This design comes from an exercise in tuning for small area, a short achievable clock period and few clock cycles per item on the open sky130 flow, not from production work. For this run, only the layout was checked, not whether the RTL still works.

## flow/constraint.sdc

```tcl
create_clock -name core_clock -period 7.0 [get_ports {clk}]
set_input_delay 1.4000 -clock core_clock [delete_from_list [all_inputs] [get_ports {clk}]]
set_output_delay 1.4000 -clock core_clock [all_outputs]
set_load 0.01 [all_outputs]
```

## flow/run.sh

```bash
#!/bin/bash
# synth_recipe.tcl (not shown) runs the flow's synth.tcl, then flattens the netlist and writes it again
# the make line also repeats each setting of config.mk as NAME=value (left out here)
make -C /OpenROAD-flow-scripts/flow DESIGN_CONFIG=/design/flow/config.mk WORK_HOME=/design/flow/orfs CLKGATE_MAP_FILE= SYNTH_SCRIPT=/design/flow/synth_recipe.tcl finish
```

## flow/design.v

```verilog
package sdft_pkg;
  function automatic int prod_w(input int in_w);
    prod_w = 2 * in_w + 1;
  endfunction
  function automatic int iter_n(input int in_w, input int fr_w);
    iter_n = in_w + fr_w;
  endfunction
endpackage
module serial_udiv #(parameter int rem_w = 15, parameter int out_w = 15, parameter int d_w = 16) (
  input  logic [rem_w-1:0] rem, input logic xbit, input logic [d_w-1:0] divisor,
  output logic [out_w-1:0] rem_o, output logic take);
  localparam int sw = (rem_w + 1 > d_w) ? rem_w + 1 : d_w;
  localparam int TOPS = (sw > 16) ? 16 : (sw > 8) ? 8 : (sw > 4) ? 4 : (sw > 2) ? 2 : 1;
  logic [sw-1:0] sh, dv, diff, g, p, gg, pp;
  always_comb begin
    sh = sw'({rem, xbit}); dv = sw'(divisor);
    g = ~sh & dv;
    p = ~(sh ^ dv);
    gg = g; pp = p;
    for (int s = 1; s < sw; s = s * 2)
      for (int i = 2*s-1; i < sw; i += 2*s) begin
        gg[i] = gg[i] | (pp[i] & gg[i-s]);
        pp[i] = pp[i] & pp[i-s];
      end
    for (int s = TOPS; s >= 1; s = s / 2)
      for (int i = 3*s-1; i < sw; i += 2*s) begin
        gg[i] = gg[i] | (pp[i] & gg[i-s]);
        pp[i] = pp[i] & pp[i-s];
      end
    diff[0] = sh[0] ^ dv[0];
    for (int i = 1; i < sw; i++) diff[i] = sh[i] ^ dv[i] ^ gg[i-1];
    take = !gg[sw-1];
    rem_o = take ? diff[out_w-1:0] : sh[out_w-1:0];
  end
endmodule
module cd_front (
  input  logic [7:0]  ar,
  input  logic [7:0]  ai,
  input  logic [7:0]  br,
  input  logic [7:0]  bi,
  input  logic [3:0]  br_one,
  input  logic [3:0]  br_two,
  input  logic [3:0]  br_neg,
  input  logic [3:0]  bi_one,
  input  logic [3:0]  bi_two,
  input  logic [3:0]  bi_neg,
  output logic [16:0] nr_x,
  output logic [16:0] nr_y,
  output logic [16:0] nr_z,
  output logic [16:0] ni_x,
  output logic [16:0] ni_y,
  output logic [16:0] ni_z,
  output logic [15:0] d_x,
  output logic [15:0] d_y
);
  wire r1 = (((br_one[0] & ar[0]) | (br_two[0] & 1'b0))) ^ br_neg[0];
  wire r2 = (((br_one[0] & ar[1]) | (br_two[0] & ar[0]))) ^ br_neg[0];
  wire r3 = (((br_one[0] & ar[2]) | (br_two[0] & ar[1]))) ^ br_neg[0];
  wire r4 = (((br_one[0] & ar[3]) | (br_two[0] & ar[2]))) ^ br_neg[0];
  wire r5 = (((br_one[0] & ar[4]) | (br_two[0] & ar[3]))) ^ br_neg[0];
  wire r6 = (((br_one[0] & ar[5]) | (br_two[0] & ar[4]))) ^ br_neg[0];
  wire r7 = (((br_one[0] & ar[6]) | (br_two[0] & ar[5]))) ^ br_neg[0];
  wire r8 = (((br_one[0] & ar[7]) | (br_two[0] & ar[6]))) ^ br_neg[0];
  wire r9 = (((br_one[0] & ar[7]) | (br_two[0] & ar[7]))) ^ br_neg[0];
  wire r10 = (((br_one[0] & ar[7]) | (br_two[0] & ar[7]))) ^ br_neg[0];
  wire nr11 = ~r10;
  wire r12 = (((br_one[1] & ar[0]) | (br_two[1] & 1'b0))) ^ br_neg[1];
  wire r13 = (((br_one[1] & ar[1]) | (br_two[1] & ar[0]))) ^ br_neg[1];
  wire r14 = (((br_one[1] & ar[2]) | (br_two[1] & ar[1]))) ^ br_neg[1];
  wire r15 = (((br_one[1] & ar[3]) | (br_two[1] & ar[2]))) ^ br_neg[1];
  wire r16 = (((br_one[1] & ar[4]) | (br_two[1] & ar[3]))) ^ br_neg[1];
  wire r17 = (((br_one[1] & ar[5]) | (br_two[1] & ar[4]))) ^ br_neg[1];
  wire r18 = (((br_one[1] & ar[6]) | (br_two[1] & ar[5]))) ^ br_neg[1];
  wire r19 = (((br_one[1] & ar[7]) | (br_two[1] & ar[6]))) ^ br_neg[1];
  wire r20 = (((br_one[1] & ar[7]) | (br_two[1] & ar[7]))) ^ br_neg[1];
  wire r21 = (((br_one[1] & ar[7]) | (br_two[1] & ar[7]))) ^ br_neg[1];
  wire nr22 = ~r21;
  wire r23 = (((br_one[2] & ar[0]) | (br_two[2] & 1'b0))) ^ br_neg[2];
  wire r24 = (((br_one[2] & ar[1]) | (br_two[2] & ar[0]))) ^ br_neg[2];
  wire r25 = (((br_one[2] & ar[2]) | (br_two[2] & ar[1]))) ^ br_neg[2];
  wire r26 = (((br_one[2] & ar[3]) | (br_two[2] & ar[2]))) ^ br_neg[2];
  wire r27 = (((br_one[2] & ar[4]) | (br_two[2] & ar[3]))) ^ br_neg[2];
  wire r28 = (((br_one[2] & ar[5]) | (br_two[2] & ar[4]))) ^ br_neg[2];
  wire r29 = (((br_one[2] & ar[6]) | (br_two[2] & ar[5]))) ^ br_neg[2];
  wire r30 = (((br_one[2] & ar[7]) | (br_two[2] & ar[6]))) ^ br_neg[2];
  wire r31 = (((br_one[2] & ar[7]) | (br_two[2] & ar[7]))) ^ br_neg[2];
  wire r32 = (((br_one[2] & ar[7]) | (br_two[2] & ar[7]))) ^ br_neg[2];
  wire nr33 = ~r32;
  wire r34 = (((br_one[3] & ar[0]) | (br_two[3] & 1'b0))) ^ br_neg[3];
  wire r35 = (((br_one[3] & ar[1]) | (br_two[3] & ar[0]))) ^ br_neg[3];
  wire r36 = (((br_one[3] & ar[2]) | (br_two[3] & ar[1]))) ^ br_neg[3];
  wire r37 = (((br_one[3] & ar[3]) | (br_two[3] & ar[2]))) ^ br_neg[3];
  wire r38 = (((br_one[3] & ar[4]) | (br_two[3] & ar[3]))) ^ br_neg[3];
  wire r39 = (((br_one[3] & ar[5]) | (br_two[3] & ar[4]))) ^ br_neg[3];
  wire r40 = (((br_one[3] & ar[6]) | (br_two[3] & ar[5]))) ^ br_neg[3];
  wire r41 = (((br_one[3] & ar[7]) | (br_two[3] & ar[6]))) ^ br_neg[3];
  wire r42 = (((br_one[3] & ar[7]) | (br_two[3] & ar[7]))) ^ br_neg[3];
  wire r43 = (((br_one[3] & ar[7]) | (br_two[3] & ar[7]))) ^ br_neg[3];
  wire nr44 = ~r43;
  wire r45 = (((bi_one[0] & ai[0]) | (bi_two[0] & 1'b0))) ^ bi_neg[0];
  wire r46 = (((bi_one[0] & ai[1]) | (bi_two[0] & ai[0]))) ^ bi_neg[0];
  wire r47 = (((bi_one[0] & ai[2]) | (bi_two[0] & ai[1]))) ^ bi_neg[0];
  wire r48 = (((bi_one[0] & ai[3]) | (bi_two[0] & ai[2]))) ^ bi_neg[0];
  wire r49 = (((bi_one[0] & ai[4]) | (bi_two[0] & ai[3]))) ^ bi_neg[0];
  wire r50 = (((bi_one[0] & ai[5]) | (bi_two[0] & ai[4]))) ^ bi_neg[0];
  wire r51 = (((bi_one[0] & ai[6]) | (bi_two[0] & ai[5]))) ^ bi_neg[0];
  wire r52 = (((bi_one[0] & ai[7]) | (bi_two[0] & ai[6]))) ^ bi_neg[0];
  wire r53 = (((bi_one[0] & ai[7]) | (bi_two[0] & ai[7]))) ^ bi_neg[0];
  wire r54 = (((bi_one[0] & ai[7]) | (bi_two[0] & ai[7]))) ^ bi_neg[0];
  wire nr55 = ~r54;
  wire r56 = (((bi_one[1] & ai[0]) | (bi_two[1] & 1'b0))) ^ bi_neg[1];
  wire r57 = (((bi_one[1] & ai[1]) | (bi_two[1] & ai[0]))) ^ bi_neg[1];
  wire r58 = (((bi_one[1] & ai[2]) | (bi_two[1] & ai[1]))) ^ bi_neg[1];
  wire r59 = (((bi_one[1] & ai[3]) | (bi_two[1] & ai[2]))) ^ bi_neg[1];
  wire r60 = (((bi_one[1] & ai[4]) | (bi_two[1] & ai[3]))) ^ bi_neg[1];
  wire r61 = (((bi_one[1] & ai[5]) | (bi_two[1] & ai[4]))) ^ bi_neg[1];
  wire r62 = (((bi_one[1] & ai[6]) | (bi_two[1] & ai[5]))) ^ bi_neg[1];
  wire r63 = (((bi_one[1] & ai[7]) | (bi_two[1] & ai[6]))) ^ bi_neg[1];
  wire r64 = (((bi_one[1] & ai[7]) | (bi_two[1] & ai[7]))) ^ bi_neg[1];
  wire r65 = (((bi_one[1] & ai[7]) | (bi_two[1] & ai[7]))) ^ bi_neg[1];
  wire nr66 = ~r65;
  wire r67 = (((bi_one[2] & ai[0]) | (bi_two[2] & 1'b0))) ^ bi_neg[2];
  wire r68 = (((bi_one[2] & ai[1]) | (bi_two[2] & ai[0]))) ^ bi_neg[2];
  wire r69 = (((bi_one[2] & ai[2]) | (bi_two[2] & ai[1]))) ^ bi_neg[2];
  wire r70 = (((bi_one[2] & ai[3]) | (bi_two[2] & ai[2]))) ^ bi_neg[2];
  wire r71 = (((bi_one[2] & ai[4]) | (bi_two[2] & ai[3]))) ^ bi_neg[2];
  wire r72 = (((bi_one[2] & ai[5]) | (bi_two[2] & ai[4]))) ^ bi_neg[2];
  wire r73 = (((bi_one[2] & ai[6]) | (bi_two[2] & ai[5]))) ^ bi_neg[2];
  wire r74 = (((bi_one[2] & ai[7]) | (bi_two[2] & ai[6]))) ^ bi_neg[2];
  wire r75 = (((bi_one[2] & ai[7]) | (bi_two[2] & ai[7]))) ^ bi_neg[2];
  wire r76 = (((bi_one[2] & ai[7]) | (bi_two[2] & ai[7]))) ^ bi_neg[2];
  wire nr77 = ~r76;
  wire r78 = (((bi_one[3] & ai[0]) | (bi_two[3] & 1'b0))) ^ bi_neg[3];
  wire r79 = (((bi_one[3] & ai[1]) | (bi_two[3] & ai[0]))) ^ bi_neg[3];
  wire r80 = (((bi_one[3] & ai[2]) | (bi_two[3] & ai[1]))) ^ bi_neg[3];
  wire r81 = (((bi_one[3] & ai[3]) | (bi_two[3] & ai[2]))) ^ bi_neg[3];
  wire r82 = (((bi_one[3] & ai[4]) | (bi_two[3] & ai[3]))) ^ bi_neg[3];
  wire r83 = (((bi_one[3] & ai[5]) | (bi_two[3] & ai[4]))) ^ bi_neg[3];
  wire r84 = (((bi_one[3] & ai[6]) | (bi_two[3] & ai[5]))) ^ bi_neg[3];
  wire r85 = (((bi_one[3] & ai[7]) | (bi_two[3] & ai[6]))) ^ bi_neg[3];
  wire r86 = (((bi_one[3] & ai[7]) | (bi_two[3] & ai[7]))) ^ bi_neg[3];
  wire r87 = (((bi_one[3] & ai[7]) | (bi_two[3] & ai[7]))) ^ bi_neg[3];
  wire nr88 = ~r87;
  wire e89 = br_neg[3] ^ bi_neg[3];
  wire e90 = br_neg[3] & bi_neg[3];
  wire s91 = r5 ^ r14 ^ r23;
  wire c92 = (r5 & r14) | (r5 & r23) | (r14 & r23);
  wire s93 = r6 ^ r15;
  wire c94 = r6 & r15;
  wire s95 = r7 ^ r16 ^ r25;
  wire c96 = (r7 & r16) | (r7 & r25) | (r16 & r25);
  wire s97 = r34 ^ r51 ^ r60;
  wire c98 = (r34 & r51) | (r34 & r60) | (r51 & r60);
  wire s99 = r8 ^ r17 ^ r26;
  wire c100 = (r8 & r17) | (r8 & r26) | (r17 & r26);
  wire s101 = r35 ^ r52 ^ r61;
  wire c102 = (r35 & r52) | (r35 & r61) | (r52 & r61);
  wire s103 = r70 ^ r79;
  wire c104 = r70 & r79;
  wire s105 = r9 ^ r18 ^ r27;
  wire c106 = (r9 & r18) | (r9 & r27) | (r18 & r27);
  wire s107 = r36 ^ r53 ^ r62;
  wire c108 = (r36 & r53) | (r36 & r62) | (r53 & r62);
  wire s109 = r71 ^ r80;
  wire c110 = r71 & r80;
  wire s111 = nr11 ^ r19 ^ r28;
  wire c112 = (nr11 & r19) | (nr11 & r28) | (r19 & r28);
  wire s113 = r37 ^ nr55 ^ r63;
  wire c114 = (r37 & nr55) | (r37 & r63) | (nr55 & r63);
  wire s115 = r72 ^ r81;
  wire c116 = r72 & r81;
  wire s117 = r20 ^ r29 ^ r38;
  wire c118 = (r20 & r29) | (r20 & r38) | (r29 & r38);
  wire s119 = r64 ^ r73 ^ r82;
  wire c120 = (r64 & r73) | (r64 & r82) | (r73 & r82);
  wire s121 = nr22 ^ r30 ^ r39;
  wire c122 = (nr22 & r30) | (nr22 & r39) | (r30 & r39);
  wire s123 = nr66 ^ r74;
  wire c124 = nr66 & r74;
  wire s125 = r3 ^ r12 ^ br_neg[1];
  wire c126 = (r3 & r12) | (r3 & br_neg[1]) | (r12 & br_neg[1]);
  wire s127 = r4 ^ r13;
  wire c128 = r4 & r13;
  wire s129 = s91 ^ br_neg[2] ^ r49;
  wire c130 = (s91 & br_neg[2]) | (s91 & r49) | (br_neg[2] & r49);
  wire s131 = r58 ^ r67;
  wire c132 = r58 & r67;
  wire s133 = c92 ^ s93 ^ r24;
  wire c134 = (c92 & s93) | (c92 & r24) | (s93 & r24);
  wire s135 = r50 ^ r59 ^ r68;
  wire c136 = (r50 & r59) | (r50 & r68) | (r59 & r68);
  wire s137 = c94 ^ s95 ^ s97;
  wire c138 = (c94 & s95) | (c94 & s97) | (s95 & s97);
  wire s139 = r69 ^ r78 ^ e89;
  wire c140 = (r69 & r78) | (r69 & e89) | (r78 & e89);
  wire s141 = c96 ^ c98 ^ s99;
  wire c142 = (c96 & c98) | (c96 & s99) | (c98 & s99);
  wire s143 = s101 ^ s103 ^ e90;
  wire c144 = (s101 & s103) | (s101 & e90) | (s103 & e90);
  wire s145 = c100 ^ c102 ^ c104;
  wire c146 = (c100 & c102) | (c100 & c104) | (c102 & c104);
  wire s147 = s105 ^ s107 ^ s109;
  wire c148 = (s105 & s107) | (s105 & s109) | (s107 & s109);
  wire s149 = c106 ^ c108 ^ c110;
  wire c150 = (c106 & c108) | (c106 & c110) | (c108 & c110);
  wire s151 = s111 ^ s113 ^ s115;
  wire c152 = (s111 & s113) | (s111 & s115) | (s113 & s115);
  wire s153 = c112 ^ c114 ^ c116;
  wire c154 = (c112 & c114) | (c112 & c116) | (c114 & c116);
  wire s155 = s117 ^ s119 ^ 1'b1;
  wire c156 = (s117 & s119) | (s117 & 1'b1) | (s119 & 1'b1);
  wire s157 = c118 ^ c120 ^ s121;
  wire c158 = (c118 & c120) | (c118 & s121) | (c120 & s121);
  wire s159 = s123 ^ r83 ^ 1'b1;
  wire c160 = (s123 & r83) | (s123 & 1'b1) | (r83 & 1'b1);
  wire s161 = c122 ^ c124 ^ r31;
  wire c162 = (c122 & c124) | (c122 & r31) | (c124 & r31);
  wire s163 = r40 ^ r75 ^ r84;
  wire c164 = (r40 & r75) | (r40 & r84) | (r75 & r84);
  wire s165 = nr33 ^ r41 ^ nr77;
  wire c166 = (nr33 & r41) | (nr33 & nr77) | (r41 & nr77);
  wire s167 = r85 ^ 1'b1;
  wire c168 = r85 & 1'b1;
  wire s169 = r1 ^ br_neg[0];
  wire c170 = r1 & br_neg[0];
  wire s171 = s125 ^ r47;
  wire c172 = s125 & r47;
  wire s173 = c126 ^ s127 ^ r48;
  wire c174 = (c126 & s127) | (c126 & r48) | (s127 & r48);
  wire s175 = c128 ^ s129 ^ s131;
  wire c176 = (c128 & s129) | (c128 & s131) | (s129 & s131);
  wire s177 = c130 ^ c132 ^ s133;
  wire c178 = (c130 & c132) | (c130 & s133) | (c132 & s133);
  wire s179 = c134 ^ c136 ^ s137;
  wire c180 = (c134 & c136) | (c134 & s137) | (c136 & s137);
  wire s181 = c138 ^ c140 ^ s141;
  wire c182 = (c138 & c140) | (c138 & s141) | (c140 & s141);
  wire s183 = c142 ^ c144 ^ s145;
  wire c184 = (c142 & c144) | (c142 & s145) | (c144 & s145);
  wire s185 = c146 ^ c148 ^ s149;
  wire c186 = (c146 & c148) | (c146 & s149) | (c148 & s149);
  wire s187 = c150 ^ c152 ^ s153;
  wire c188 = (c150 & c152) | (c150 & s153) | (c152 & s153);
  wire s189 = c154 ^ c156 ^ s157;
  wire c190 = (c154 & c156) | (c154 & s157) | (c156 & s157);
  wire s191 = c158 ^ c160 ^ s161;
  wire c192 = (c158 & c160) | (c158 & s161) | (c160 & s161);
  wire s193 = c162 ^ c164 ^ s165;
  wire c194 = (c162 & c164) | (c162 & s165) | (c164 & s165);
  wire s195 = c166 ^ c168 ^ r42;
  wire c196 = (c166 & c168) | (c166 & r42) | (c168 & r42);
  wire s197 = nr44 ^ nr88;
  wire c198 = nr44 & nr88;
  assign nr_x = {c198, c196, c194, c192, c190, c188, c186, c184, c182, c180, c178, c176, c174, c172, s171, c170, s169};
  assign nr_y = {1'b0, s197, s195, s193, s191, s189, s187, s185, s183, s181, s179, s177, s175, s173, r56, r2, r45};
  assign nr_z = {1'b0, 1'b1, r86, s167, s163, s159, s155, s151, s147, s143, s139, s135, bi_neg[2], r57, bi_neg[1], r46, bi_neg[0]};
  wire r199 = (((br_one[0] & ai[0]) | (br_two[0] & 1'b0))) ^ br_neg[0];
  wire r200 = (((br_one[0] & ai[1]) | (br_two[0] & ai[0]))) ^ br_neg[0];
  wire r201 = (((br_one[0] & ai[2]) | (br_two[0] & ai[1]))) ^ br_neg[0];
  wire r202 = (((br_one[0] & ai[3]) | (br_two[0] & ai[2]))) ^ br_neg[0];
  wire r203 = (((br_one[0] & ai[4]) | (br_two[0] & ai[3]))) ^ br_neg[0];
  wire r204 = (((br_one[0] & ai[5]) | (br_two[0] & ai[4]))) ^ br_neg[0];
  wire r205 = (((br_one[0] & ai[6]) | (br_two[0] & ai[5]))) ^ br_neg[0];
  wire r206 = (((br_one[0] & ai[7]) | (br_two[0] & ai[6]))) ^ br_neg[0];
  wire r207 = (((br_one[0] & ai[7]) | (br_two[0] & ai[7]))) ^ br_neg[0];
  wire r208 = (((br_one[0] & ai[7]) | (br_two[0] & ai[7]))) ^ br_neg[0];
  wire nr209 = ~r208;
  wire r210 = (((br_one[1] & ai[0]) | (br_two[1] & 1'b0))) ^ br_neg[1];
  wire r211 = (((br_one[1] & ai[1]) | (br_two[1] & ai[0]))) ^ br_neg[1];
  wire r212 = (((br_one[1] & ai[2]) | (br_two[1] & ai[1]))) ^ br_neg[1];
  wire r213 = (((br_one[1] & ai[3]) | (br_two[1] & ai[2]))) ^ br_neg[1];
  wire r214 = (((br_one[1] & ai[4]) | (br_two[1] & ai[3]))) ^ br_neg[1];
  wire r215 = (((br_one[1] & ai[5]) | (br_two[1] & ai[4]))) ^ br_neg[1];
  wire r216 = (((br_one[1] & ai[6]) | (br_two[1] & ai[5]))) ^ br_neg[1];
  wire r217 = (((br_one[1] & ai[7]) | (br_two[1] & ai[6]))) ^ br_neg[1];
  wire r218 = (((br_one[1] & ai[7]) | (br_two[1] & ai[7]))) ^ br_neg[1];
  wire r219 = (((br_one[1] & ai[7]) | (br_two[1] & ai[7]))) ^ br_neg[1];
  wire nr220 = ~r219;
  wire r221 = (((br_one[2] & ai[0]) | (br_two[2] & 1'b0))) ^ br_neg[2];
  wire r222 = (((br_one[2] & ai[1]) | (br_two[2] & ai[0]))) ^ br_neg[2];
  wire r223 = (((br_one[2] & ai[2]) | (br_two[2] & ai[1]))) ^ br_neg[2];
  wire r224 = (((br_one[2] & ai[3]) | (br_two[2] & ai[2]))) ^ br_neg[2];
  wire r225 = (((br_one[2] & ai[4]) | (br_two[2] & ai[3]))) ^ br_neg[2];
  wire r226 = (((br_one[2] & ai[5]) | (br_two[2] & ai[4]))) ^ br_neg[2];
  wire r227 = (((br_one[2] & ai[6]) | (br_two[2] & ai[5]))) ^ br_neg[2];
  wire r228 = (((br_one[2] & ai[7]) | (br_two[2] & ai[6]))) ^ br_neg[2];
  wire r229 = (((br_one[2] & ai[7]) | (br_two[2] & ai[7]))) ^ br_neg[2];
  wire r230 = (((br_one[2] & ai[7]) | (br_two[2] & ai[7]))) ^ br_neg[2];
  wire nr231 = ~r230;
  wire r232 = (((br_one[3] & ai[0]) | (br_two[3] & 1'b0))) ^ br_neg[3];
  wire r233 = (((br_one[3] & ai[1]) | (br_two[3] & ai[0]))) ^ br_neg[3];
  wire r234 = (((br_one[3] & ai[2]) | (br_two[3] & ai[1]))) ^ br_neg[3];
  wire r235 = (((br_one[3] & ai[3]) | (br_two[3] & ai[2]))) ^ br_neg[3];
  wire r236 = (((br_one[3] & ai[4]) | (br_two[3] & ai[3]))) ^ br_neg[3];
  wire r237 = (((br_one[3] & ai[5]) | (br_two[3] & ai[4]))) ^ br_neg[3];
  wire r238 = (((br_one[3] & ai[6]) | (br_two[3] & ai[5]))) ^ br_neg[3];
  wire r239 = (((br_one[3] & ai[7]) | (br_two[3] & ai[6]))) ^ br_neg[3];
  wire r240 = (((br_one[3] & ai[7]) | (br_two[3] & ai[7]))) ^ br_neg[3];
  wire r241 = (((br_one[3] & ai[7]) | (br_two[3] & ai[7]))) ^ br_neg[3];
  wire nr242 = ~r241;
  wire ng243 = ~bi_neg[0] & (bi_one[0] | bi_two[0]);
  wire r244 = (((bi_one[0] & ar[0]) | (bi_two[0] & 1'b0))) ^ ng243;
  wire r245 = (((bi_one[0] & ar[1]) | (bi_two[0] & ar[0]))) ^ ng243;
  wire r246 = (((bi_one[0] & ar[2]) | (bi_two[0] & ar[1]))) ^ ng243;
  wire r247 = (((bi_one[0] & ar[3]) | (bi_two[0] & ar[2]))) ^ ng243;
  wire r248 = (((bi_one[0] & ar[4]) | (bi_two[0] & ar[3]))) ^ ng243;
  wire r249 = (((bi_one[0] & ar[5]) | (bi_two[0] & ar[4]))) ^ ng243;
  wire r250 = (((bi_one[0] & ar[6]) | (bi_two[0] & ar[5]))) ^ ng243;
  wire r251 = (((bi_one[0] & ar[7]) | (bi_two[0] & ar[6]))) ^ ng243;
  wire r252 = (((bi_one[0] & ar[7]) | (bi_two[0] & ar[7]))) ^ ng243;
  wire r253 = (((bi_one[0] & ar[7]) | (bi_two[0] & ar[7]))) ^ ng243;
  wire nr254 = ~r253;
  wire ng255 = ~bi_neg[1] & (bi_one[1] | bi_two[1]);
  wire r256 = (((bi_one[1] & ar[0]) | (bi_two[1] & 1'b0))) ^ ng255;
  wire r257 = (((bi_one[1] & ar[1]) | (bi_two[1] & ar[0]))) ^ ng255;
  wire r258 = (((bi_one[1] & ar[2]) | (bi_two[1] & ar[1]))) ^ ng255;
  wire r259 = (((bi_one[1] & ar[3]) | (bi_two[1] & ar[2]))) ^ ng255;
  wire r260 = (((bi_one[1] & ar[4]) | (bi_two[1] & ar[3]))) ^ ng255;
  wire r261 = (((bi_one[1] & ar[5]) | (bi_two[1] & ar[4]))) ^ ng255;
  wire r262 = (((bi_one[1] & ar[6]) | (bi_two[1] & ar[5]))) ^ ng255;
  wire r263 = (((bi_one[1] & ar[7]) | (bi_two[1] & ar[6]))) ^ ng255;
  wire r264 = (((bi_one[1] & ar[7]) | (bi_two[1] & ar[7]))) ^ ng255;
  wire r265 = (((bi_one[1] & ar[7]) | (bi_two[1] & ar[7]))) ^ ng255;
  wire nr266 = ~r265;
  wire ng267 = ~bi_neg[2] & (bi_one[2] | bi_two[2]);
  wire r268 = (((bi_one[2] & ar[0]) | (bi_two[2] & 1'b0))) ^ ng267;
  wire r269 = (((bi_one[2] & ar[1]) | (bi_two[2] & ar[0]))) ^ ng267;
  wire r270 = (((bi_one[2] & ar[2]) | (bi_two[2] & ar[1]))) ^ ng267;
  wire r271 = (((bi_one[2] & ar[3]) | (bi_two[2] & ar[2]))) ^ ng267;
  wire r272 = (((bi_one[2] & ar[4]) | (bi_two[2] & ar[3]))) ^ ng267;
  wire r273 = (((bi_one[2] & ar[5]) | (bi_two[2] & ar[4]))) ^ ng267;
  wire r274 = (((bi_one[2] & ar[6]) | (bi_two[2] & ar[5]))) ^ ng267;
  wire r275 = (((bi_one[2] & ar[7]) | (bi_two[2] & ar[6]))) ^ ng267;
  wire r276 = (((bi_one[2] & ar[7]) | (bi_two[2] & ar[7]))) ^ ng267;
  wire r277 = (((bi_one[2] & ar[7]) | (bi_two[2] & ar[7]))) ^ ng267;
  wire nr278 = ~r277;
  wire ng279 = ~bi_neg[3] & (bi_one[3] | bi_two[3]);
  wire r280 = (((bi_one[3] & ar[0]) | (bi_two[3] & 1'b0))) ^ ng279;
  wire r281 = (((bi_one[3] & ar[1]) | (bi_two[3] & ar[0]))) ^ ng279;
  wire r282 = (((bi_one[3] & ar[2]) | (bi_two[3] & ar[1]))) ^ ng279;
  wire r283 = (((bi_one[3] & ar[3]) | (bi_two[3] & ar[2]))) ^ ng279;
  wire r284 = (((bi_one[3] & ar[4]) | (bi_two[3] & ar[3]))) ^ ng279;
  wire r285 = (((bi_one[3] & ar[5]) | (bi_two[3] & ar[4]))) ^ ng279;
  wire r286 = (((bi_one[3] & ar[6]) | (bi_two[3] & ar[5]))) ^ ng279;
  wire r287 = (((bi_one[3] & ar[7]) | (bi_two[3] & ar[6]))) ^ ng279;
  wire r288 = (((bi_one[3] & ar[7]) | (bi_two[3] & ar[7]))) ^ ng279;
  wire r289 = (((bi_one[3] & ar[7]) | (bi_two[3] & ar[7]))) ^ ng279;
  wire nr290 = ~r289;
  wire e291 = br_neg[3] ^ ng279;
  wire e292 = br_neg[3] & ng279;
  wire s293 = r203 ^ r212 ^ r221;
  wire c294 = (r203 & r212) | (r203 & r221) | (r212 & r221);
  wire s295 = r204 ^ r213;
  wire c296 = r204 & r213;
  wire s297 = r205 ^ r214 ^ r223;
  wire c298 = (r205 & r214) | (r205 & r223) | (r214 & r223);
  wire s299 = r232 ^ r250 ^ r260;
  wire c300 = (r232 & r250) | (r232 & r260) | (r250 & r260);
  wire s301 = r206 ^ r215 ^ r224;
  wire c302 = (r206 & r215) | (r206 & r224) | (r215 & r224);
  wire s303 = r233 ^ r251 ^ r261;
  wire c304 = (r233 & r251) | (r233 & r261) | (r251 & r261);
  wire s305 = r271 ^ r281;
  wire c306 = r271 & r281;
  wire s307 = r207 ^ r216 ^ r225;
  wire c308 = (r207 & r216) | (r207 & r225) | (r216 & r225);
  wire s309 = r234 ^ r252 ^ r262;
  wire c310 = (r234 & r252) | (r234 & r262) | (r252 & r262);
  wire s311 = r272 ^ r282;
  wire c312 = r272 & r282;
  wire s313 = nr209 ^ r217 ^ r226;
  wire c314 = (nr209 & r217) | (nr209 & r226) | (r217 & r226);
  wire s315 = r235 ^ nr254 ^ r263;
  wire c316 = (r235 & nr254) | (r235 & r263) | (nr254 & r263);
  wire s317 = r273 ^ r283;
  wire c318 = r273 & r283;
  wire s319 = r218 ^ r227 ^ r236;
  wire c320 = (r218 & r227) | (r218 & r236) | (r227 & r236);
  wire s321 = r264 ^ r274 ^ r284;
  wire c322 = (r264 & r274) | (r264 & r284) | (r274 & r284);
  wire s323 = nr220 ^ r228 ^ r237;
  wire c324 = (nr220 & r228) | (nr220 & r237) | (r228 & r237);
  wire s325 = nr266 ^ r275;
  wire c326 = nr266 & r275;
  wire s327 = r201 ^ r210 ^ br_neg[1];
  wire c328 = (r201 & r210) | (r201 & br_neg[1]) | (r210 & br_neg[1]);
  wire s329 = r202 ^ r211;
  wire c330 = r202 & r211;
  wire s331 = s293 ^ br_neg[2] ^ r248;
  wire c332 = (s293 & br_neg[2]) | (s293 & r248) | (br_neg[2] & r248);
  wire s333 = r258 ^ r268;
  wire c334 = r258 & r268;
  wire s335 = c294 ^ s295 ^ r222;
  wire c336 = (c294 & s295) | (c294 & r222) | (s295 & r222);
  wire s337 = r249 ^ r259 ^ r269;
  wire c338 = (r249 & r259) | (r249 & r269) | (r259 & r269);
  wire s339 = c296 ^ s297 ^ s299;
  wire c340 = (c296 & s297) | (c296 & s299) | (s297 & s299);
  wire s341 = r270 ^ r280 ^ e291;
  wire c342 = (r270 & r280) | (r270 & e291) | (r280 & e291);
  wire s343 = c298 ^ c300 ^ s301;
  wire c344 = (c298 & c300) | (c298 & s301) | (c300 & s301);
  wire s345 = s303 ^ s305 ^ e292;
  wire c346 = (s303 & s305) | (s303 & e292) | (s305 & e292);
  wire s347 = c302 ^ c304 ^ c306;
  wire c348 = (c302 & c304) | (c302 & c306) | (c304 & c306);
  wire s349 = s307 ^ s309 ^ s311;
  wire c350 = (s307 & s309) | (s307 & s311) | (s309 & s311);
  wire s351 = c308 ^ c310 ^ c312;
  wire c352 = (c308 & c310) | (c308 & c312) | (c310 & c312);
  wire s353 = s313 ^ s315 ^ s317;
  wire c354 = (s313 & s315) | (s313 & s317) | (s315 & s317);
  wire s355 = c314 ^ c316 ^ c318;
  wire c356 = (c314 & c316) | (c314 & c318) | (c316 & c318);
  wire s357 = s319 ^ s321 ^ 1'b1;
  wire c358 = (s319 & s321) | (s319 & 1'b1) | (s321 & 1'b1);
  wire s359 = c320 ^ c322 ^ s323;
  wire c360 = (c320 & c322) | (c320 & s323) | (c322 & s323);
  wire s361 = s325 ^ r285 ^ 1'b1;
  wire c362 = (s325 & r285) | (s325 & 1'b1) | (r285 & 1'b1);
  wire s363 = c324 ^ c326 ^ r229;
  wire c364 = (c324 & c326) | (c324 & r229) | (c326 & r229);
  wire s365 = r238 ^ r276 ^ r286;
  wire c366 = (r238 & r276) | (r238 & r286) | (r276 & r286);
  wire s367 = nr231 ^ r239 ^ nr278;
  wire c368 = (nr231 & r239) | (nr231 & nr278) | (r239 & nr278);
  wire s369 = r287 ^ 1'b1;
  wire c370 = r287 & 1'b1;
  wire s371 = r199 ^ br_neg[0];
  wire c372 = r199 & br_neg[0];
  wire s373 = s327 ^ r246;
  wire c374 = s327 & r246;
  wire s375 = c328 ^ s329 ^ r247;
  wire c376 = (c328 & s329) | (c328 & r247) | (s329 & r247);
  wire s377 = c330 ^ s331 ^ s333;
  wire c378 = (c330 & s331) | (c330 & s333) | (s331 & s333);
  wire s379 = c332 ^ c334 ^ s335;
  wire c380 = (c332 & c334) | (c332 & s335) | (c334 & s335);
  wire s381 = c336 ^ c338 ^ s339;
  wire c382 = (c336 & c338) | (c336 & s339) | (c338 & s339);
  wire s383 = c340 ^ c342 ^ s343;
  wire c384 = (c340 & c342) | (c340 & s343) | (c342 & s343);
  wire s385 = c344 ^ c346 ^ s347;
  wire c386 = (c344 & c346) | (c344 & s347) | (c346 & s347);
  wire s387 = c348 ^ c350 ^ s351;
  wire c388 = (c348 & c350) | (c348 & s351) | (c350 & s351);
  wire s389 = c352 ^ c354 ^ s355;
  wire c390 = (c352 & c354) | (c352 & s355) | (c354 & s355);
  wire s391 = c356 ^ c358 ^ s359;
  wire c392 = (c356 & c358) | (c356 & s359) | (c358 & s359);
  wire s393 = c360 ^ c362 ^ s363;
  wire c394 = (c360 & c362) | (c360 & s363) | (c362 & s363);
  wire s395 = c364 ^ c366 ^ s367;
  wire c396 = (c364 & c366) | (c364 & s367) | (c366 & s367);
  wire s397 = c368 ^ c370 ^ r240;
  wire c398 = (c368 & c370) | (c368 & r240) | (c370 & r240);
  wire s399 = nr242 ^ nr290;
  wire c400 = nr242 & nr290;
  assign ni_x = {c400, c398, c396, c394, c392, c390, c388, c386, c384, c382, c380, c378, c376, c374, s373, c372, s371};
  assign ni_y = {1'b0, s399, s397, s395, s393, s391, s389, s387, s385, s383, s381, s379, s377, s375, r256, r200, r244};
  assign ni_z = {1'b0, 1'b1, r288, s369, s365, s361, s357, s353, s349, s345, s341, s337, ng267, r257, ng255, r245, ng243};
  wire sq401 = br[0] & br[1];
  wire sq402 = br[0] & br[2];
  wire sq403 = br[0] & br[3];
  wire sq404 = br[0] & br[4];
  wire sq405 = br[0] & br[5];
  wire sq406 = br[0] & br[6];
  wire sq407 = br[0] & br[7];
  wire nq408 = ~sq407;
  wire sq409 = br[1] & br[2];
  wire sq410 = br[1] & br[3];
  wire sq411 = br[1] & br[4];
  wire sq412 = br[1] & br[5];
  wire sq413 = br[1] & br[6];
  wire sq414 = br[1] & br[7];
  wire nq415 = ~sq414;
  wire sq416 = br[2] & br[3];
  wire sq417 = br[2] & br[4];
  wire sq418 = br[2] & br[5];
  wire sq419 = br[2] & br[6];
  wire sq420 = br[2] & br[7];
  wire nq421 = ~sq420;
  wire sq422 = br[3] & br[4];
  wire sq423 = br[3] & br[5];
  wire sq424 = br[3] & br[6];
  wire sq425 = br[3] & br[7];
  wire nq426 = ~sq425;
  wire sq427 = br[4] & br[5];
  wire sq428 = br[4] & br[6];
  wire sq429 = br[4] & br[7];
  wire nq430 = ~sq429;
  wire sq431 = br[5] & br[6];
  wire sq432 = br[5] & br[7];
  wire nq433 = ~sq432;
  wire sq434 = br[6] & br[7];
  wire nq435 = ~sq434;
  wire sq436 = bi[0] & bi[1];
  wire sq437 = bi[0] & bi[2];
  wire sq438 = bi[0] & bi[3];
  wire sq439 = bi[0] & bi[4];
  wire sq440 = bi[0] & bi[5];
  wire sq441 = bi[0] & bi[6];
  wire sq442 = bi[0] & bi[7];
  wire nq443 = ~sq442;
  wire sq444 = bi[1] & bi[2];
  wire sq445 = bi[1] & bi[3];
  wire sq446 = bi[1] & bi[4];
  wire sq447 = bi[1] & bi[5];
  wire sq448 = bi[1] & bi[6];
  wire sq449 = bi[1] & bi[7];
  wire nq450 = ~sq449;
  wire sq451 = bi[2] & bi[3];
  wire sq452 = bi[2] & bi[4];
  wire sq453 = bi[2] & bi[5];
  wire sq454 = bi[2] & bi[6];
  wire sq455 = bi[2] & bi[7];
  wire nq456 = ~sq455;
  wire sq457 = bi[3] & bi[4];
  wire sq458 = bi[3] & bi[5];
  wire sq459 = bi[3] & bi[6];
  wire sq460 = bi[3] & bi[7];
  wire nq461 = ~sq460;
  wire sq462 = bi[4] & bi[5];
  wire sq463 = bi[4] & bi[6];
  wire sq464 = bi[4] & bi[7];
  wire nq465 = ~sq464;
  wire sq466 = bi[5] & bi[6];
  wire sq467 = bi[5] & bi[7];
  wire nq468 = ~sq467;
  wire sq469 = bi[6] & bi[7];
  wire nq470 = ~sq469;
  wire e471 = br[4] ^ bi[4];
  wire e472 = br[4] & bi[4];
  wire s473 = sq405 ^ sq411 ^ sq416;
  wire c474 = (sq405 & sq411) | (sq405 & sq416) | (sq411 & sq416);
  wire s475 = sq406 ^ sq412;
  wire c476 = sq406 & sq412;
  wire s477 = nq408 ^ sq413 ^ sq418;
  wire c478 = (nq408 & sq413) | (nq408 & sq418) | (sq413 & sq418);
  wire s479 = sq422 ^ nq443 ^ sq448;
  wire c480 = (sq422 & nq443) | (sq422 & sq448) | (nq443 & sq448);
  wire s481 = nq415 ^ sq419 ^ sq423;
  wire c482 = (nq415 & sq419) | (nq415 & sq423) | (sq419 & sq423);
  wire s483 = nq450 ^ sq454 ^ sq458;
  wire c484 = (nq450 & sq454) | (nq450 & sq458) | (sq454 & sq458);
  wire s485 = nq421 ^ sq424 ^ sq427;
  wire c486 = (nq421 & sq424) | (nq421 & sq427) | (sq424 & sq427);
  wire s487 = br[5] ^ nq456 ^ sq459;
  wire c488 = (br[5] & nq456) | (br[5] & sq459) | (nq456 & sq459);
  wire s489 = sq403 ^ sq409 ^ br[2];
  wire c490 = (sq403 & sq409) | (sq403 & br[2]) | (sq409 & br[2]);
  wire s491 = sq404 ^ sq410;
  wire c492 = sq404 & sq410;
  wire s493 = s473 ^ br[3] ^ sq440;
  wire c494 = (s473 & br[3]) | (s473 & sq440) | (br[3] & sq440);
  wire s495 = sq446 ^ sq451;
  wire c496 = sq446 & sq451;
  wire s497 = c474 ^ s475 ^ sq417;
  wire c498 = (c474 & s475) | (c474 & sq417) | (s475 & sq417);
  wire s499 = sq441 ^ sq447 ^ sq452;
  wire c500 = (sq441 & sq447) | (sq441 & sq452) | (sq447 & sq452);
  wire s501 = c476 ^ s477 ^ s479;
  wire c502 = (c476 & s477) | (c476 & s479) | (s477 & s479);
  wire s503 = sq453 ^ sq457 ^ e471;
  wire c504 = (sq453 & sq457) | (sq453 & e471) | (sq457 & e471);
  wire s505 = c478 ^ c480 ^ s481;
  wire c506 = (c478 & c480) | (c478 & s481) | (c480 & s481);
  wire s507 = s483 ^ 1'b1 ^ e472;
  wire c508 = (s483 & 1'b1) | (s483 & e472) | (1'b1 & e472);
  wire s509 = c482 ^ c484 ^ s485;
  wire c510 = (c482 & c484) | (c482 & s485) | (c484 & s485);
  wire s511 = s487 ^ sq462 ^ bi[5];
  wire c512 = (s487 & sq462) | (s487 & bi[5]) | (sq462 & bi[5]);
  wire s513 = c486 ^ c488 ^ nq426;
  wire c514 = (c486 & c488) | (c486 & nq426) | (c488 & nq426);
  wire s515 = sq428 ^ nq461 ^ sq463;
  wire c516 = (sq428 & nq461) | (sq428 & sq463) | (nq461 & sq463);
  wire s517 = nq430 ^ sq431 ^ br[6];
  wire c518 = (nq430 & sq431) | (nq430 & br[6]) | (sq431 & br[6]);
  wire s519 = nq465 ^ sq466 ^ bi[6];
  wire c520 = (nq465 & sq466) | (nq465 & bi[6]) | (sq466 & bi[6]);
  wire s521 = sq401 ^ br[1];
  wire c522 = sq401 & br[1];
  wire s523 = s489 ^ sq438;
  wire c524 = s489 & sq438;
  wire s525 = c490 ^ s491 ^ sq439;
  wire c526 = (c490 & s491) | (c490 & sq439) | (s491 & sq439);
  wire s527 = c492 ^ s493 ^ s495;
  wire c528 = (c492 & s493) | (c492 & s495) | (s493 & s495);
  wire s529 = c494 ^ c496 ^ s497;
  wire c530 = (c494 & c496) | (c494 & s497) | (c496 & s497);
  wire s531 = c498 ^ c500 ^ s501;
  wire c532 = (c498 & c500) | (c498 & s501) | (c500 & s501);
  wire s533 = c502 ^ c504 ^ s505;
  wire c534 = (c502 & c504) | (c502 & s505) | (c504 & s505);
  wire s535 = c506 ^ c508 ^ s509;
  wire c536 = (c506 & c508) | (c506 & s509) | (c508 & s509);
  wire s537 = c510 ^ c512 ^ s513;
  wire c538 = (c510 & c512) | (c510 & s513) | (c512 & s513);
  wire s539 = c514 ^ c516 ^ s517;
  wire c540 = (c514 & c516) | (c514 & s517) | (c516 & s517);
  wire s541 = c518 ^ c520 ^ nq433;
  wire c542 = (c518 & c520) | (c518 & nq433) | (c520 & nq433);
  wire s543 = nq435 ^ br[7] ^ nq470;
  wire c544 = (nq435 & br[7]) | (nq435 & nq470) | (br[7] & nq470);
  wire s545 = s521 ^ sq436;
  wire c546 = s521 & sq436;
  wire s547 = c522 ^ sq402 ^ sq437;
  wire c548 = (c522 & sq402) | (c522 & sq437) | (sq402 & sq437);
  wire s549 = s523 ^ sq444 ^ bi[2];
  wire c550 = (s523 & sq444) | (s523 & bi[2]) | (sq444 & bi[2]);
  wire s551 = c524 ^ s525 ^ sq445;
  wire c552 = (c524 & s525) | (c524 & sq445) | (s525 & sq445);
  wire s553 = c526 ^ s527 ^ bi[3];
  wire c554 = (c526 & s527) | (c526 & bi[3]) | (s527 & bi[3]);
  wire s555 = c528 ^ s529 ^ s499;
  wire c556 = (c528 & s529) | (c528 & s499) | (s529 & s499);
  wire s557 = c530 ^ s531 ^ s503;
  wire c558 = (c530 & s531) | (c530 & s503) | (s531 & s503);
  wire s559 = c532 ^ s533 ^ s507;
  wire c560 = (c532 & s533) | (c532 & s507) | (s533 & s507);
  wire s561 = c534 ^ s535 ^ s511;
  wire c562 = (c534 & s535) | (c534 & s511) | (s535 & s511);
  wire s563 = c536 ^ s537 ^ s515;
  wire c564 = (c536 & s537) | (c536 & s515) | (s537 & s515);
  wire s565 = c538 ^ s539 ^ s519;
  wire c566 = (c538 & s539) | (c538 & s519) | (s539 & s519);
  wire s567 = c540 ^ s541 ^ nq468;
  wire c568 = (c540 & s541) | (c540 & nq468) | (s541 & nq468);
  wire s569 = c542 ^ s543 ^ bi[7];
  wire c570 = (c542 & s543) | (c542 & bi[7]) | (s543 & bi[7]);
  assign d_x = {c570, c568, c566, c564, c562, c560, c558, c556, c554, c552, c550, c548, c546, s545, 1'b0, br[0]};
  assign d_y = {c544, s569, s567, s565, s563, s561, s559, s557, s555, s553, s551, s549, s547, bi[1], 1'b0, bi[0]};
endmodule
module complex_div #(
  parameter int data_in_w  = 8,
  parameter int data_out_w = 16,
  parameter int frac_w     = 8
) (
  input  logic                         clk,
  input  logic                         reset_n,
  input  logic signed [data_in_w-1:0]  a_real,
  input  logic signed [data_in_w-1:0]  a_imag,
  input  logic signed [data_in_w-1:0]  b_real,
  input  logic signed [data_in_w-1:0]  b_imag,
  input  logic                         in_valid,
  output logic                         in_ready,
  output logic signed [data_out_w-1:0] out_real,
  output logic signed [data_out_w-1:0] out_imag,
  output logic                         out_valid,
  input  logic                         out_ready,
  output logic                         div_zero,
  output logic                         sat
);
  localparam int NS = 16;    
  localparam int DW = 16;    
  localparam int SPS = 1;    
  localparam int NT = NS / SPS;  
  logic          adv;                
  logic [NT+4:0] vld;                
  logic          kv;                 
  logic          push, pop, o_free;
  assign in_ready = adv;
  logic [7:0] ar0, ai0, br0, bi0;
  logic [3:0] br_one, br_two, br_neg, bi_one, bi_two, bi_neg;
  function automatic logic [11:0] booth(input logic [7:0] b);
    logic [3:0] o, t, n;
    logic       b2, b1, b0;
    for (int k = 0; k < 4; k++) begin
      b2   = b[2*k+1];
      b1   = b[2*k];
      b0   = (k == 0) ? 1'b0 : b[2*k-1];
      o[k] = b1 ^ b0;
      t[k] = (b2 & ~b1 & ~b0) | (~b2 & b1 & b0);
      n[k] = b2 & ~(b1 & b0);
    end
    booth = {o, t, n};
  endfunction
  logic [16:0] nr_x, nr_y, nr_z, ni_x, ni_y, ni_z;
  logic [15:0] d_x, d_y;
  logic [16:0] nr_x1, nr_y1, nr_z1, ni_x1, ni_y1, ni_z1;
  logic [15:0] d_x1, d_y1;
  cd_front u_front (
    .ar(ar0), .ai(ai0), .br(br0), .bi(bi0),
    .br_one(br_one), .br_two(br_two), .br_neg(br_neg),
    .bi_one(bi_one), .bi_two(bi_two), .bi_neg(bi_neg),
    .nr_x(nr_x), .nr_y(nr_y), .nr_z(nr_z),
    .ni_x(ni_x), .ni_y(ni_y), .ni_z(ni_z),
    .d_x(d_x), .d_y(d_y)
  );
  always_ff @(posedge clk) begin
    if (adv) begin
      ar0   <= a_real;
      ai0   <= a_imag;
      br0   <= b_real;
      bi0   <= b_imag;
      {br_one, br_two, br_neg} <= booth(b_real);
      {bi_one, bi_two, bi_neg} <= booth(b_imag);
      nr_x1 <= nr_x;
      nr_y1 <= nr_y;
      nr_z1 <= nr_z;
      ni_x1 <= ni_x;
      ni_y1 <= ni_y;
      ni_z1 <= ni_z;
      d_x1  <= d_x;
      d_y1  <= d_y;
    end
  end
  logic [NS:0][14:0] rem_r, rem_i;    
  logic [NS:0][15:0] dq_r, dq_i;      
  logic [NS:0][15:0] den;
  logic [NS:0]       ng_r, ng_i, dz;   
  logic [16:0] nr2, ni2;
  logic [15:0] d2;
  always_ff @(posedge clk) begin
    if (adv) begin
      nr2 <= nr_x1 + nr_y1 + nr_z1;
      ni2 <= ni_x1 + ni_y1 + ni_z1;
      d2  <= d_x1 + d_y1;
    end
  end
  logic [15:0] nm_r3, nm_i3, d3;
  logic        ng_r3, ng_i3;
  always_ff @(posedge clk) begin
    if (adv) begin
      nm_r3 <= nr2[16] ? 16'(-nr2) : nr2[15:0];
      nm_i3 <= ni2[16] ? 16'(-ni2) : ni2[15:0];
      ng_r3 <= nr2[16];
      ng_i3 <= ni2[16];
      d3    <= d2;
    end
  end
  assign rem_r[0] = 15'(nm_r3[15:8]);
  assign rem_i[0] = 15'(nm_i3[15:8]);
  assign dq_r[0]  = {nm_r3[7:0], 8'b0};
  assign dq_i[0]  = {nm_i3[7:0], 8'b0};
  assign den[0]   = d3;
  assign ng_r[0]  = ng_r3;
  assign ng_i[0]  = ng_i3;
  assign dz[0]    = 1'b0;
  for (genvar j = 1; j <= NS; j++) begin : g_step
    localparam int WI = (8 + j - 1 < 15) ? 8 + j - 1 : 15;    
    localparam int WO = (8 + j < 15) ? 8 + j : 15;            
    localparam int XQ = (j < 8) ? 8 : j;                       
    localparam bit REG = (j % SPS == 0) || (j == NS);
    logic [WO-1:0] nrem_r, nrem_i;
    logic          tk_r, tk_i;
    logic [15:0]   ndq_r, ndq_i;
    serial_udiv #(.rem_w(WI), .out_w(WO), .d_w(DW)) u_r (
      .rem(rem_r[j-1][WI-1:0]), .xbit(dq_r[j-1][15]), .divisor(den[j-1]),
      .rem_o(nrem_r), .take(tk_r));
    serial_udiv #(.rem_w(WI), .out_w(WO), .d_w(DW)) u_i (
      .rem(rem_i[j-1][WI-1:0]), .xbit(dq_i[j-1][15]), .divisor(den[j-1]),
      .rem_o(nrem_i), .take(tk_i));
    assign ndq_r = {dq_r[j-1][14:0], tk_r};
    assign ndq_i = {dq_i[j-1][14:0], tk_i};
    if (REG) begin : g_reg
      logic [XQ-1:0] xq_r, xq_i;
      logic          g_r, g_i;
      always_ff @(posedge clk) begin
        if (adv) begin
          g_r <= ng_r[j-1];
          g_i <= ng_i[j-1];
        end
      end
      if (j < 8) begin : g_x
        always_ff @(posedge clk) begin
          if (adv) begin
            xq_r <= {ndq_r[15:8+j], ndq_r[j-1:0]};
            xq_i <= {ndq_i[15:8+j], ndq_i[j-1:0]};
          end
        end
        assign dq_r[j] = {xq_r[7:j], 8'b0, xq_r[j-1:0]};
        assign dq_i[j] = {xq_i[7:j], 8'b0, xq_i[j-1:0]};
      end else begin : g_q
        always_ff @(posedge clk) begin
          if (adv) begin
            xq_r <= ndq_r[j-1:0];
            xq_i <= ndq_i[j-1:0];
          end
        end
        assign dq_r[j] = 16'(xq_r);
        assign dq_i[j] = 16'(xq_i);
      end
      if (j < NS) begin : g_rem
        logic [WO-1:0] rr, ri;
        logic [15:0]   dd;
        always_ff @(posedge clk) begin
          if (adv) begin
            rr <= nrem_r;
            ri <= nrem_i;
            dd <= den[j-1];
          end
        end
        assign rem_r[j] = 15'(rr);
        assign rem_i[j] = 15'(ri);
        assign den[j]   = dd;
        assign dz[j]    = 1'b0;
      end else begin : g_last
        logic z;
        always_ff @(posedge clk) begin
          if (adv) z <= (den[j-1] == 16'd0);
        end
        assign rem_r[j] = '0;
        assign rem_i[j] = '0;
        assign den[j]   = '0;
        assign dz[j]    = z;
      end
      assign ng_r[j] = g_r;
      assign ng_i[j] = g_i;
    end else begin : g_comb
      assign rem_r[j] = 15'(nrem_r);
      assign rem_i[j] = 15'(nrem_i);
      assign dq_r[j]  = ndq_r;
      assign dq_i[j]  = ndq_i;
      assign den[j]   = den[j-1];
      assign ng_r[j]  = ng_r[j-1];
      assign ng_i[j]  = ng_i[j-1];
      assign dz[j]    = 1'b0;
    end
  end
  function automatic logic [16:0] clamp(input logic neg, input logic zero, input logic [15:0] q);
    logic [15:0] v;
    logic        s;
    if (zero) begin
      v = 16'd0;
      s = 1'b0;
    end else if (q[15]) begin
      v = neg ? 16'h8000 : 16'h7fff;
      s = !neg || (q[14:0] != 15'd0);
    end else begin
      v = neg ? -q : q;
      s = 1'b0;
    end
    clamp = {s, v};
  endfunction
  logic [15:0] res_r, res_i;
  logic        st_r, st_i;
  assign {st_r, res_r} = clamp(ng_r[NS], dz[NS], dq_r[NS]);
  assign {st_i, res_i} = clamp(ng_i[NS], dz[NS], dq_i[NS]);
  logic [15:0] k_real, k_imag;
  logic        k_dz, k_sat;
  assign push   = adv && vld[NT+3];
  assign pop    = out_valid && out_ready;
  assign o_free = !out_valid || out_ready;
  always_ff @(posedge clk) begin
    if (adv) begin
      k_real <= res_r;
      k_imag <= res_i;
      k_dz   <= dz[NS];
      k_sat  <= st_r || st_i;
    end
    if (o_free) begin
      out_real <= kv ? k_real : res_r;
      out_imag <= kv ? k_imag : res_i;
      div_zero <= kv ? k_dz   : dz[NS];
      sat      <= kv ? k_sat  : (st_r || st_i);
    end
  end
  logic kv_n;
  always_comb begin
    if (o_free) kv_n = kv && push;
    else        kv_n = kv || push;
  end
  always_ff @(posedge clk or negedge reset_n) begin
    if (!reset_n) begin
      adv       <= 1'b0;
      vld       <= '0;
      kv        <= 1'b0;
      out_valid <= 1'b0;
    end else begin
      if (adv) vld <= {vld[NT+3:0], in_valid};
      kv        <= kv_n;
      out_valid <= o_free ? (kv || push) : 1'b1;
      adv       <= !kv_n;
    end
  end
endmodule
```

## flow/config.mk

```make
export PLATFORM = sky130hd
export DESIGN_NAME = complex_div
export DESIGN_NICKNAME = complex_div
export VERILOG_FILES = /design/flow/design.v
export SDC_FILE = /design/flow/constraint.sdc
export NUM_CORES = 4
export LEC_CHECK = 0
export CAP_MARGIN = 20
export CORE_MARGIN = 2
export CORE_UTILIZATION = 60
export CTS_BUF_LIST = sky130_fd_sc_hd__clkbuf_8
export CTS_CLUSTER_SIZE = 24
export SETUP_SLACK_MARGIN = 3.8
export SLEW_MARGIN = 20
```

==> run summary <==
state kept, by name, indices dropped and copies added, names as in the netlist, 17 cells and up:
| name | count |
|---|---|
| g_step.g_reg.g_rem.rr | 204 |
| ni_x1 | 17 |
| vld | 20 |
| g_step.g_reg.g_rem.dd | 240 |
| ni2 | 17 |
| nr2 | 17 |
| g_step.g_reg.xq_i | 164 |
| g_step.g_reg.g_rem.ri | 204 |
| nr_x1 | 17 |
| g_step.g_reg.xq_r | 164 |
routing by layer:
layer  GRT usage (%)  part of all wire [%]
met5               0                 0.018
met4            9.50                   3.2
met3            4.41                   4.9
met2            39.6                    49
met1            30.4                    42
cell type report:
| cell class | count | area (um^2) | area share (%) |
|---|---|---|---|
| multi-input cells | 3382 | 31200 | 37.5 |
| clock inverters | 181 | 1020 | 1.23 |
| clock buffers | 225 | 3100 | 3.72 |
| well taps | 1637 | 2050 | 2.46 |
| flip-flops and latches | 1377 | 41200 | 49.6 |
| diodes | 4 | 10.0 | 0.0120 |
| inverters | 623 | 2340 | 2.81 |
| repair buffers | 249 | 2220 | 2.67 |
cell usage after synthesis, types with 13 or more instances:
cell      number
a2111o_1      13
a211o_1       26
a211oi_1      34
a21o_1       160
a21oi_1      179
a22oi_1      103
a31oi_1       21
and2_1        53
and4_1        15
buf_1         17
buf_2         16
buf_4         14
clkbuf_1     117
dfrtp_1       23
edfxtp_1    1354
fa_1         329
ha_1         510
inv_1        621
mux2_2        49
mux2i_1      307
nand2_1      229
nand2b_1      71
nand3_1       35
nand4_1       24
nor2_1       234
nor2b_1       53
nor3_1        37
nor3b_1       17
nor4_1        17
o211ai_1      34
o21a_1        32
o21ai_0      146
o21ai_1       26
o21bai_1      19
o22a_1        20
o22ai_1       14
o31ai_1       30
or2_2         16
or3_1         27
xnor2_1      169
xor2_1       185
logic make-up after synthesis:
kind of cell / after synthesis
adder cells (fa/ha/maj): 839
multiplexers: 360
XOR/XNOR: 354
AO/OA/AOI/OAI: 958
AND/OR/NAND/NOR: 870
flip-flops: 1377
buffers and inverters: 788
how the worst max path moves through the flow:
stage                                     start                           end  slack (ps)  depth (start not counted)
floorplan                                   adv                      in_ready       -3270                          0
global placement    g_step[5].g_reg.g_rem.dd[0]  g_step[6].g_reg.g_rem.rr[13]        3400                         14
detailed placement  g_step[5].g_reg.g_rem.dd[0]  g_step[6].g_reg.g_rem.rr[13]        3410                         14
CTS                                         adv                      in_ready        3620                          1
global route        g_step[5].g_reg.g_rem.dd[0]  g_step[6].g_reg.g_rem.ri[13]        3560                         15
finish              g_step[5].g_reg.g_rem.dd[0]  g_step[6].g_reg.g_rem.ri[13]        3660                         15
stage by stage:
step	utilization [%]	cell area [um^2]	worst slack (ps)	hold WS (ps)
2_1_floorplan	-	74900	-3270	400
3_3_place_gp	62.5	77400	3400	400
3_5_place_dp	62.5	77400	3410	405
4_1_cts	66.3	82100	3620	396
5_1_grt	67.2	83200	3560	396
6_report	67.2	83200	3660	400
repair_timing:
item,4_1_cts,5_1_grt
resized for setup,112,65
pin swaps,27,41
gates cloned,1,0
endpoints found under the setup margin,273,215
buffers inserted,32,102
==> out/metrics.csv <==
stage,metric,value,unit
cells_and_area,"most common cell after layout, fill and taps aside",edfxtp_1,
die,# IOs,72,
worst_hold_path,Hold EP,g_step[4].g_reg.xq_i[3],
synth,"area leader, netlist",edfxtp_1,
critical_path,CP max stage delay,410,ps
routing,1st-iter DRT viols,2919,
synth,Synth top area share,54.3,%
timing,Max Clock Skew,41.9,ps
synth,Netlist cell types,85,
cells_and_area,layout cells sized above 1,10.9,%
routing,DRC violations left,0,
synth,sequential area share after synthesis,55.1,%
routing,Antenna Violating Nets Remaining,0,
placement,gpl congestion,0.848,
routing,drt wl/cell,19.4,um
cells_and_area,fin nets,6729,
synth,XOR/XNOR share of the synthesized area,4.14,%
clock_network,CTS buffer count,221,
run,max-cap check violation count,0,
critical_path,reg2reg start,g_step[5].g_reg.g_rem.dd[0],
routing,vias per std cell,5.61,
synth,post-synthesis area per instance,13.5,um^2
synth,async set-or-reset flop fraction in the synthesized netlist,1.67,%
synth,syn nets,6421,
worst_hold_path,worst hold start,g_step[3].g_reg.xq_i[2],
die,total die area,0.128,mm^2
timing,FMAX,299,MHz
synth,Syn Inst Count,5546,
timing,Slew headroom,29.5,%
synth,Post-Synth Simple-Gate Area,5.77,%
global_route,vias in the first global route,43500,
die,Die X,357,um
timing,Tightest Pin Transition,1060,ps
global_route,All-Layer GR Usage,23.6,%
synth,largest family of logic cells by synthesized area,adder cells,
critical_path,CP Cell Sequence,buf_6 -> ha_4 -> fa_2 -> a211oi_2 -> o21bai_1 -> o311a_1 -> a31oi_2 -> nand2b_1 -> a21o_1 -> a21o_1 -> fa_2 -> nand2_1 -> nor2_1 -> mux2i_1 -> o311ai_1,
synth,ys flop type,edfxtp_1,
clock_network,clock latency (worst-skew pair),920,ps
die,Rows,129,
clock_network,clock sinks,1377,
timing,Final TNS setup,0,ps
critical_path,Buf/Inv on CP,1,
clock_network,Clock Root Buffer,clkbuf_8,
placement,buffers added on ports,71,
global_route,grt ovf,0,
critical_path,WP data required,7640,ps
timing,"Min Clock Period, post-route",3340,ps
critical_path,CP max-delay cell,edfxtp_1,
cells_and_area,area grow syn2layout,11.1,%
timing,# setup viols final,0,
cells_and_area,"commonest cells after routing, fill and taps aside","edfxtp_1 (1354), inv_1 (682), ha_1 (502)",
synth,proportion of synthesized area in mux cells,4.90,%
clock_network,"CTS clk-pin slew, worst paths",60,ps
critical_path,Crit Path Category,reg2reg,
status,status,timing/DRC/antenna clean,
synth,Area contributors post-synth,"edfxtp_1 (54%), fa_1 (8.8%), ha_1 (8.5%), mux2i_1 (4.1%), inv_1 (3.1%)",
placement,placed cell count,7133,
critical_path,"delay-heaviest family, CP",compound AO/OA/AOI/OAI gates,
timing,Final period util,47.8,%
die,Core Box Area,0.124,mm^2
worst_hold_path,WHS Path Cells,0,
synth,Post-Synthesis Cell Area,0.0749,mm^2
clock_network,H-tree levels,4,
global_route,pin count of the biggest net entering global routing,170,
worst_hold_path,HP Class,reg2reg,
global_route,global-route wire length before repair,234000,um
placement,detailed placement HPWL,104000,um
critical_path,Worst EP arrival,3980,ps
die,Initial Util,60.5,%
clock_network,CTS max path bufs,3,
cells_and_area,Fill cells,9217,
routing,TritonRoute pass-1 iters,22,
die,Die Ht,357,um
critical_path,crit end category,flip-flop,
critical_path,endpoint of the worst-slack reg-to-reg timing path,g_step[6].g_reg.g_rem.ri[13],
routing,via count,43100,
critical_path,FF-to-FF setup slack,3660,ps
clock_network,CTS tree,built,
synth,Synth Area in Adders,17.3,%
synth,Post-synth EDFFs,1354,
clock_network,"Hold-fix buffers, CTS",0,
synth,number of synthesized register bits,1377,
cells_and_area,fin cells,7678,
critical_path,crit path max fanout,2,
timing,final hold violations,0,
synth,post-synthesis compound-gate area fraction,8.74,%
timing,fin. max-slew vios,0,
critical_path,Reg2Reg Depth,15,
timing,RSZ-0062 raised after global routing,yes,
global_route,initial antenna violation count,9,
routing,final WL,149000,um
synth,Syn. warnings,9,
critical_path,crit start category,flip-flop,

[what the ideal ports hide]
How much do the figures lean on ideal ports? The routed layout below was timed once more, with nothing changed but the port constraints. Step 1 assumes that a clkbuf_16 drives the clock port and a buf_2 every other input. Step 2 moves the port delays by t, midway between the first and last clock arrival at a register: inputs arrive t later, outputs are due t later. That takes back most of the time a late clock gives input paths. Three values: ideal, step 1, step 2; two values: the first two.
t, ns: 0.979
setup slack, ns: 3.656 / 3.656 / 3.656
hold WS [ns]: 0.400 / 0.400 / 0.400
worst setup path at the end: register to register
worst data-port slew with drivers (ns): 0.04
After both steps setup and hold are still met in this run. The setup slack of this run moves by 0.000 ns with the drivers and by 0.000 ns with both steps.
